Background: an optimization exercise with open tools, aiming at small area. Do not read the settings as production practice. Function was checked by simulation only, so behaviour that the tests miss may differ from the original. Power is estimated from default activity; no workload was simulated. The clock port is modelled as an ideal driver; clocking choices that lean on that would not hold on a real chip.

==> quartz: inputs <==
==> flow/design.v (excerpt) <==
module sipo_msg_fifo (
  input  logic        clk,
  input  logic        rst,
  input  logic        pushin,
  input  logic        lastin,
  input  logic [3:0]  datain,
  input  logic [1:0]  lastcnt,
  output logic        stopin,
  input  logic        pullout,
  output logic        stopout,
  output logic [63:0] dataout,
  output logic [6:0]  lenout,
  output logic [5:0]  count,
  output logic        errlen
);
==> flow/config.mk <==
export PLATFORM = sky130hd
export DESIGN_NAME = sipo_msg_fifo
export DESIGN_NICKNAME = sipo_msg_fifo
export VERILOG_FILES = /design/flow/design.v
export SDC_FILE = /design/flow/constraint.sdc
export NUM_CORES = 4
export LEC_CHECK = 0
export CAP_MARGIN = 10
export CORE_MARGIN = 2
export CORE_UTILIZATION = 60
export CTS_BUF_LIST = sky130_fd_sc_hd__clkbuf_16
export CTS_CLUSTER_DIAMETER = 80
export CTS_CLUSTER_SIZE = 22
export SETUP_SLACK_MARGIN = 0.1
export SLEW_MARGIN = 10
export SYNTH_HIERARCHICAL = 1
export SYNTH_MINIMUM_KEEP_SIZE = 0
==> flow/constraint.sdc <==
create_clock -name core_clock -period 5.0 [get_ports {clk}]
set_input_delay 1.0000 -clock core_clock [delete_from_list [all_inputs] [get_ports {clk}]]
set_output_delay 1.0000 -clock core_clock [all_outputs]
set_load 0.01 [all_outputs]
standard.sh (not shown) runs the stock make flow with config.mk's settings and CLKGATE_MAP_FILE= SYNTH_SCRIPT=/design/flow/synth_recipe.tcl, a recipe that flattens the netlist after the stock synthesis.
==> flow/flow/run.sh <==
#!/bin/bash
# Own layout flow: the standard ORFS flow (standard.sh, unchanged
# synthesis), with two changes passed to ORFS through its environment:
#  - CTS without dummy loads (sink clusters and buffer as in config.mk),
#  - port buffers of the smallest buffer cell.
# The full output of the flow goes to flow.log in the work folder; ORFS keeps
# each step's log under orfs/logs/.
set -euo pipefail
export CTS_ARGS="-sink_clustering_enable -repair_clock_nets -dont_use_dummy_load -sink_clustering_size 22 -sink_clustering_max_diameter 80 -buf_list sky130_fd_sc_hd__clkbuf_16"
export BUFFER_PORTS_ARGS="-buffer_cell sky130_fd_sc_hd__buf_1"
bash standard.sh finish > flow.log 2>&1
==> inputs of juniper, as changes to quartz <==
==> flow/flow/run.sh (replaced) <==
#!/bin/bash
# Own layout flow: the standard ORFS flow (standard.sh, unchanged
# synthesis), with three changes passed to ORFS through its environment:
#  - CTS without dummy loads (sink clusters and buffer as in config.mk),
#  - port buffers of the smallest buffer cell,
#  - power recovery (downsizing of non-critical cells) after global routing.
# The full output of the flow goes to flow.log in the work folder; ORFS keeps
# each step's log under orfs/logs/.
set -euo pipefail
export CTS_ARGS="-sink_clustering_enable -repair_clock_nets -dont_use_dummy_load -sink_clustering_size 30 -sink_clustering_max_diameter 100 -buf_list sky130_fd_sc_hd__clkbuf_16"
export BUFFER_PORTS_ARGS="-buffer_cell sky130_fd_sc_hd__buf_1"
export RECOVER_POWER=100
bash standard.sh finish > flow.log 2>&1
Settings changed: CAP_MARGIN 10 to 20, CTS_CLUSTER_DIAMETER 80 to 100, CTS_CLUSTER_SIZE 22 to 30, SLEW_MARGIN 10 to 20.
==> inputs of xenon, as changes to quartz <==
==> flow/run.sh (new file) <==
#!/bin/bash
# synth_recipe.tcl (not shown) runs the flow's synth.tcl, then flattens the netlist and writes it again
# the make line also repeats each setting of config.mk as NAME=value (left out here)
make -C /OpenROAD-flow-scripts/flow DESIGN_CONFIG=/design/flow/config.mk WORK_HOME=/design/flow/orfs CLKGATE_MAP_FILE= SYNTH_SCRIPT=/design/flow/synth_recipe.tcl finish
Settings changed: CAP_MARGIN 10 to 20, SLEW_MARGIN 10 to 20.
removed: flow/flow/run.sh
removed: flow/standard.sh
==> summary of the runs <==
juniper ran to the end with violations: capacitance limit, slew limit. quartz finished with timing, DRC and antenna clean. xenon finished with timing, DRC and antenna clean. Setup slack: juniper < xenon < quartz. Clock-buffer cell count: xenon > quartz > juniper. In synthesized cell count, xenon and juniper do not differ. Via count, highest first: xenon, quartz, juniper. Flip-flop and latch count is the same in juniper and xenon. Of juniper and quartz, quartz has the higher final cell count (gap about 0.45%, measured against quartz).
==> figures <==
| quantity | quartz | juniper | xenon |
|---|---|---|---|
| Flop2flop setup slack | 1.30 ns | 0.07 ns | 1.43 ns |
| Post-Route Hold Slack | 0.06699 ns | 0.06052 ns | 0.4669 ns |
| Required arrival time at the worst endpoint | 4.00 ns | 5.56 ns | 4.00 ns |
| Post-DR vias/cell | 7.713 | 7.684 | 7.743 |
| Internal power consumption | 29.63 mW | 28.61 mW | 30.30 mW |
| Count of vias placed by the detailed router | 46624 | 46241 | 47146 |
| Result of the run | no timing/DRC/antenna violations | failed layout checks | no timing/DRC/antenna violations |
| Violated checks | - | capacitance limit, slew limit | - |
| Worst reg2reg endpoint | u_fifo.out_r[49] | u_fifo.out_r[37] | u_fifo.out_r[31] |
| Final Routed Wirelength | 239800 um | 238800 um | 248000 um |
| Count of instances resized after the clock tree is built | 1 | 1 | 9 |
| Rel. slew slack | 0.1690 | -1.283 | 0.1551 |
| Fraction of layout instances using a drive strength above 1 | 0.1090 | 0.08874 | 0.1145 |
| Antenna violations before repair | 7 | 14 | 9 |

========
==> job 9184: inputs <==
==> flow/design.v <==
module serial_sipo_fifo #(
  parameter int MAXLEN    = 64,
  parameter int LANES     = 4,
  parameter int DEPTH     = 32,
  parameter bit LSB_FIRST = 1'b0
) (
  input  logic        clk,
  input  logic        rst,
  input  logic        pushin,
  input  logic        lastin,
  input  logic [3:0]  datain,
  input  logic [1:0]  lastcnt,
  output logic        stopin,
  input  logic        pullout,
  output logic        stopout,
  output logic [63:0] dataout,
  output logic [6:0]  lenout,
  output logic [5:0]  count,
  output logic        errlen
);
  localparam int NS = 31;       
  logic [64:0] asm_r;           
  logic        fresh_r;         
  logic [64:0] mem_r [NS];      
  logic [4:0]  wr_ptr_r;
  logic [4:0]  rd_ptr_r;        
  logic [5:0]  count_r;         
  logic        stopout_r;
  logic        errlen_r;
  logic [64:0] out_r;           
  logic        acc_s, commit_s, xfer_s, load_s, sat_s, mem_ne_s;
  logic [64:0] cur_s;
  logic [64:0] nxt_s;
  logic [64:0] rd_s;
  logic [63:0] out_data_s;
  logic [6:0]  out_len_s;
  assign acc_s    = pushin & ~count_r[5];
  assign commit_s = acc_s & lastin;
  assign xfer_s   = ~stopout_r & pullout;
  assign mem_ne_s = stopout_r ? (count_r != 6'd0) : (count_r[5:1] != 5'd0);
  assign load_s   = mem_ne_s & (stopout_r | xfer_s);
  assign cur_s = fresh_r ? 65'd1 : asm_r;
  assign sat_s = cur_s[64];
  always_comb begin
    if (sat_s) begin
      nxt_s = cur_s;
    end else if (!lastin) begin
      nxt_s = {cur_s[60:0], datain};
    end else begin
      case (lastcnt)
        2'd0:    nxt_s = {cur_s[63:0], datain[3]};
        2'd1:    nxt_s = {cur_s[62:0], datain[3:2]};
        2'd2:    nxt_s = {cur_s[61:0], datain[3:1]};
        default: nxt_s = {cur_s[60:0], datain};
      endcase
    end
  end
  always_ff @(posedge clk) begin
    if (acc_s & ~lastin) begin
      asm_r <= nxt_s;
    end
  end
  always_ff @(posedge clk or negedge rst) begin
    if (!rst) begin
      fresh_r  <= 1'b1;
      errlen_r <= 1'b0;
    end else begin
      if (acc_s) begin
        fresh_r <= lastin;
      end
      if (acc_s & sat_s) begin
        errlen_r <= 1'b1;
      end
    end
  end
  logic [NS-1:0] wsel_s;
  always_comb begin
    for (int j = 0; j < NS; j++) begin
      wsel_s[j] = (wr_ptr_r == 5'(j));
    end
  end
  always_ff @(posedge clk) begin
    for (int j = 0; j < NS; j++) begin
      if (commit_s & wsel_s[j]) begin
        mem_r[j] <= nxt_s;
      end
    end
  end
  always_ff @(posedge clk or negedge rst) begin
    if (!rst) begin
      wr_ptr_r  <= 5'd0;
      rd_ptr_r  <= 5'd0;
      count_r   <= 6'd0;
      stopout_r <= 1'b1;
    end else begin
      if (commit_s) begin
        wr_ptr_r <= (wr_ptr_r == 5'(NS - 1)) ? 5'd0 : wr_ptr_r + 5'd1;
      end
      if (load_s) begin
        rd_ptr_r <= (rd_ptr_r == 5'(NS - 1)) ? 5'd0 : rd_ptr_r + 5'd1;
      end
      if (commit_s & ~xfer_s) begin
        count_r <= count_r + 6'd1;
      end else if (xfer_s & ~commit_s) begin
        count_r <= count_r - 6'd1;
      end
      if (load_s) begin
        stopout_r <= 1'b0;
      end else if (xfer_s) begin
        stopout_r <= 1'b1;
      end
    end
  end
  logic [NS+1:0] rsel_s;
  always_comb begin
    rsel_s = '0;
    for (int j = 0; j < NS; j++) begin
      rsel_s[j] = (rd_ptr_r == 5'(j));
    end
  end
  for (genvar i = 0; i < 65; i++) begin : g_rd
    logic [10:0] grp_n;
    for (genvar k = 0; k < 10; k++) begin : g_grp
      sipo_aoi222 u_aoi (
        .a1(rsel_s[3*k]),   .a2(mem_r[3*k][i]),
        .b1(rsel_s[3*k+1]), .b2(mem_r[3*k+1][i]),
        .c1(rsel_s[3*k+2]), .c2(mem_r[3*k+2][i]),
        .y (grp_n[k])
      );
    end
    assign grp_n[10] = ~(rsel_s[30] & mem_r[30][i]);
    assign rd_s[i] = ~&grp_n;
  end
  always_ff @(posedge clk) begin
    if (load_s) begin
      out_r <= rd_s;
    end
  end
  logic [16:0] nz_s, hi_s, top_s;
  always_comb begin
    for (int n = 0; n < 16; n++) begin
      nz_s[n] = |out_r[4*n +: 4];
    end
    nz_s[16] = out_r[64];
    for (int n = 0; n <= 16; n++) begin
      hi_s[n] = |(nz_s & ~((17'd2 << n) - 17'd1));
    end
    top_s = nz_s & ~hi_s;       
  end
  always_comb begin
    for (int n = 0; n < 16; n++) begin
      out_data_s[4*n+3] = out_r[4*n+3] & hi_s[n];
      out_data_s[4*n+2] = out_r[4*n+2] & (hi_s[n] | out_r[4*n+3]);
      out_data_s[4*n+1] = out_r[4*n+1] & (hi_s[n] | (|out_r[4*n+2 +: 2]));
      out_data_s[4*n]   = out_r[4*n]   & (hi_s[n] | (|out_r[4*n+1 +: 3]));
    end
  end
  always_comb begin
    logic [1:0] off;
    out_len_s = 7'd0;
    for (int n = 0; n <= 16; n++) begin
      if (n == 16) begin
        off = 2'd0;
      end else if (out_r[4*n+3]) begin
        off = 2'd3;
      end else if (out_r[4*n+2]) begin
        off = 2'd2;
      end else if (out_r[4*n+1]) begin
        off = 2'd1;
      end else begin
        off = 2'd0;
      end
      out_len_s = out_len_s | ({7{top_s[n]}} & {5'(n), off});
    end
  end
  assign stopin  = count_r[5];
  assign stopout = stopout_r;
  assign dataout = out_data_s;
  assign lenout  = out_len_s;
  assign count   = count_r;
  assign errlen  = errlen_r;
endmodule
module sipo_aoi222 (
  input  logic a1, a2, b1, b2, c1, c2,
  output logic y
);
  assign y = ~((a1 & a2) | (b1 & b2) | (c1 & c2));
endmodule
module sipo_msg_fifo (
  input  logic        clk,
  input  logic        rst,
  input  logic        pushin,
  input  logic        lastin,
  input  logic [3:0]  datain,
  input  logic [1:0]  lastcnt,
  output logic        stopin,
  input  logic        pullout,
  output logic        stopout,
  output logic [63:0] dataout,
  output logic [6:0]  lenout,
  output logic [5:0]  count,
  output logic        errlen
);
  serial_sipo_fifo #(
    .MAXLEN   (64),
    .LANES    (4),
    .DEPTH    (32),
    .LSB_FIRST(1'b0)
  ) u_fifo (
    .clk    (clk),
    .rst    (rst),
    .pushin (pushin),
    .lastin (lastin),
    .datain (datain),
    .lastcnt(lastcnt),
    .stopin (stopin),
    .pullout(pullout),
    .stopout(stopout),
    .dataout(dataout),
    .lenout (lenout),
    .count  (count),
    .errlen (errlen)
  );
endmodule
==> flow/flow/run.sh <==
#!/bin/bash
# Own layout flow: the standard ORFS flow (standard.sh, unchanged
# synthesis), with two changes passed to ORFS through its environment:
#  - CTS without dummy loads (sink clusters and buffer as in config.mk),
#  - port buffers of the smallest buffer cell.
# The full output of the flow goes to flow.log in the work folder; ORFS keeps
# each step's log under orfs/logs/.
set -euo pipefail
export CTS_ARGS="-sink_clustering_enable -repair_clock_nets -dont_use_dummy_load -sink_clustering_size 25 -sink_clustering_max_diameter 80 -buf_list sky130_fd_sc_hd__clkbuf_16"
export BUFFER_PORTS_ARGS="-buffer_cell sky130_fd_sc_hd__buf_1"
bash standard.sh finish > flow.log 2>&1
==> flow/standard.sh <==
#!/bin/bash
# synth_recipe.tcl (not shown) runs the flow's synth.tcl, then flattens the netlist and writes it again
# the make line also repeats each setting of config.mk as NAME=value (left out here)
make -C /OpenROAD-flow-scripts/flow DESIGN_CONFIG=/design/flow/config.mk WORK_HOME=/design/flow/orfs CLKGATE_MAP_FILE= SYNTH_SCRIPT=/design/flow/synth_recipe.tcl "${@:-finish}"
==> flow/config.mk <==
export PLATFORM = sky130hd
export DESIGN_NAME = sipo_msg_fifo
export DESIGN_NICKNAME = sipo_msg_fifo
export VERILOG_FILES = /design/flow/design.v
export SDC_FILE = /design/flow/constraint.sdc
export NUM_CORES = 4
export LEC_CHECK = 0
export CAP_MARGIN = 10
export CORE_MARGIN = 2
export CORE_UTILIZATION = 60
export CTS_BUF_LIST = sky130_fd_sc_hd__clkbuf_16
export CTS_CLUSTER_DIAMETER = 80
export CTS_CLUSTER_SIZE = 25
export SETUP_SLACK_MARGIN = 0.1
export SLEW_MARGIN = 10
export SYNTH_HIERARCHICAL = 1
export SYNTH_MINIMUM_KEEP_SIZE = 0
==> flow/constraint.sdc <==
create_clock -name core_clock -period 5.0 [get_ports {clk}]
set_input_delay 1.0000 -clock core_clock [delete_from_list [all_inputs] [get_ports {clk}]]
set_output_delay 1.0000 -clock core_clock [all_outputs]
set_load 0.01 [all_outputs]
==> job 2830 (differences from job 9184) <==
==> flow/design.v, changed modules only <==
module serial_sipo_fifo #(
  parameter int MAXLEN    = 64,
  parameter int LANES     = 4,
  parameter int DEPTH     = 32,
  parameter bit LSB_FIRST = 1'b0
) (
  input  logic        clk,
  input  logic        rst,
  input  logic        pushin,
  input  logic        lastin,
  input  logic [3:0]  datain,
  input  logic [1:0]  lastcnt,
  output logic        stopin,
  input  logic        pullout,
  output logic        stopout,
  output logic [63:0] dataout,
  output logic [6:0]  lenout,
  output logic [5:0]  count,
  output logic        errlen
);
  logic [64:0] asm_r;           
  logic [64:0] mem_r [32];      
  logic [4:0]  wr_ptr_r;
  logic [4:0]  hd_ptr_r;        
  logic [5:0]  count_r;
  logic        stopout_r;
  logic        errlen_r;
  logic        acc_s, commit_s, xfer_s, sat_s;
  logic [64:0] nxt_s;
  logic [64:0] rd_s;
  assign acc_s    = pushin & ~count_r[5];
  assign commit_s = acc_s & lastin;
  assign xfer_s   = ~stopout_r & pullout;
  assign sat_s    = asm_r[64];
  always_comb begin
    if (sat_s) begin
      nxt_s = asm_r;
    end else if (!lastin) begin
      nxt_s = {asm_r[60:0], datain};
    end else begin
      case (lastcnt)
        2'd0:    nxt_s = {asm_r[63:0], datain[3]};
        2'd1:    nxt_s = {asm_r[62:0], datain[3:2]};
        2'd2:    nxt_s = {asm_r[61:0], datain[3:1]};
        default: nxt_s = {asm_r[60:0], datain};
      endcase
    end
  end
  always_ff @(posedge clk or negedge rst) begin
    if (!rst) begin
      asm_r    <= 65'd1;
      errlen_r <= 1'b0;
    end else begin
      if (commit_s) begin
        asm_r <= 65'd1;
      end else if (acc_s) begin
        asm_r <= nxt_s;
      end
      if (acc_s & sat_s) begin
        errlen_r <= 1'b1;
      end
    end
  end
  always_ff @(posedge clk) begin
    if (commit_s) begin
      mem_r[wr_ptr_r] <= nxt_s;
    end
  end
  always_ff @(posedge clk or negedge rst) begin
    if (!rst) begin
      wr_ptr_r  <= 5'd0;
      hd_ptr_r  <= 5'd0;
      count_r   <= 6'd0;
      stopout_r <= 1'b1;
    end else begin
      if (commit_s) begin
        wr_ptr_r <= wr_ptr_r + 5'd1;
      end
      if (xfer_s) begin
        hd_ptr_r <= hd_ptr_r + 5'd1;
      end
      if (commit_s & ~xfer_s) begin
        count_r <= count_r + 6'd1;
      end else if (xfer_s & ~commit_s) begin
        count_r <= count_r - 6'd1;
      end
      if (stopout_r) begin
        stopout_r <= (count_r == 6'd0);
      end else begin
        stopout_r <= xfer_s & (count_r == 6'd1);
      end
    end
  end
  always_comb begin
    rd_s = 65'd0;
    for (int j = 0; j < 32; j++) begin
      rd_s = rd_s | (mem_r[j] & {65{hd_ptr_r == 5'(j)}});
    end
  end
  always_comb begin
    logic above;
    above  = 1'b0;
    lenout = 7'd0;
    for (int i = 64; i >= 0; i--) begin
      if (i < 64) begin
        dataout[i] = rd_s[i] & above;
      end
      if (rd_s[i] & ~above) begin
        lenout = 7'(i);
      end
      above = above | rd_s[i];
    end
  end
  assign stopin  = count_r[5];
  assign stopout = stopout_r;
  assign count   = count_r;
  assign errlen  = errlen_r;
endmodule
// module sipo_aoi222 removed
==> flow/run.sh (new file) <==
#!/bin/bash
# synth_recipe.tcl (not shown) runs the flow's synth.tcl, then flattens the netlist and writes it again
# the make line also repeats each setting of config.mk as NAME=value (left out here)
make -C /OpenROAD-flow-scripts/flow DESIGN_CONFIG=/design/flow/config.mk WORK_HOME=/design/flow/orfs CLKGATE_MAP_FILE= SYNTH_SCRIPT=/design/flow/synth_recipe.tcl finish
Settings changed: ABC_AREA from default to 1, CAP_MARGIN 10 to 20, CORE_UTILIZATION 60 to 40, CTS_BUF_LIST sky130_fd_sc_hd__clkbuf_16 to default, CTS_CLUSTER_DIAMETER 80 to default, CTS_CLUSTER_SIZE 25 to default, SETUP_SLACK_MARGIN 0.1 to default, SLEW_MARGIN 10 to 20, SYNTH_HIERARCHICAL 1 to default, SYNTH_MINIMUM_KEEP_SIZE 0 to default.
removed: flow/flow/run.sh
removed: flow/standard.sh
==> comparison table <==
	job 9184	job 2830
Critical Path Fanout Max	9	8
Slowest cell delay on critical path	740 ps	700 ps
Non-clock buffer area fraction after layout	0.0295	0.0690
Clock transition time at the flip-flop clock pins of the worst setup and hold paths	90 ps	60 ps
Total met3 wirelength after detailed routing	29,000 um	35,100 um
Met2 usage in global routing	0.547	0.418
Final-layout fill cell count	8,675	17,524
Area fraction in compound gates after synthesis	0.119	0.0744
Arrival time reported for the critical path endpoint	3840 ps	7430 ps
Core area	130,000 um^2	207,000 um^2
Count of non-CTS inverters in the layout	34	308
Adder-cell area share of the yosys netlist	0.00264	0.00224
Termination of the worst setup path	lenout[3]	dataout[8]
H-tree lvl count	3	4
CP bufs+invs	2	11
Final worst slack	155 ps	-3430 ps
Number of buffers inserted by post-CTS setup repair	0	36
Status	no timing/DRC/antenna violations	finished with violations
Reasons for failing layout checks	-	setup timing
Number of placement rows	132	167
Final cell area excluding filler cells	86,400 um^2	102,000 um^2
Routed length on met2	111,000 um	133,000 um
Worst reg2reg setup slack	1250 ps	1370 ps

## what the ideal ports hide
In the flow no input, the clock included, has a driving cell. The finished layouts below were timed again as built, in two steps.
Step 1, drivers: a clkbuf_16 drives clk and a buf_2 each remaining input, both assumed.
Step 2 times the ports against the registers' clock, not the clock port: input delays grow and output delays shrink by t, the midpoint of the rising clock arrivals with the driver on.
Slacks: ideal ports / drivers / drivers and shift; pairs: ideal ports / drivers.
run	t, ns	setup WS [ns]	worst setup path at the end	clock arrival spread, ns	cell pins on the clock port's net
quartz	0.814	0.168 / 0.088 / 0.801	input to register	0.059 / 0.059	1
juniper	0.802	0.069 / 0.046 / -0.442	input to register	0.062 / 0.062	1
xenon	0.818	0.101 / 0.022 / 0.619	input to register	0.047 / 0.047	1
job 9184	0.808	0.155 / 0.074 / 0.828	input to register	0.069 / 0.069	1
job 2830	0.952	-3.431 / -3.524 / -2.572	register to output	0.040 / 0.040	1
The setup slack of juniper, which loses most, moves by -0.023 ns with the drivers and by -0.511 ns with both steps.
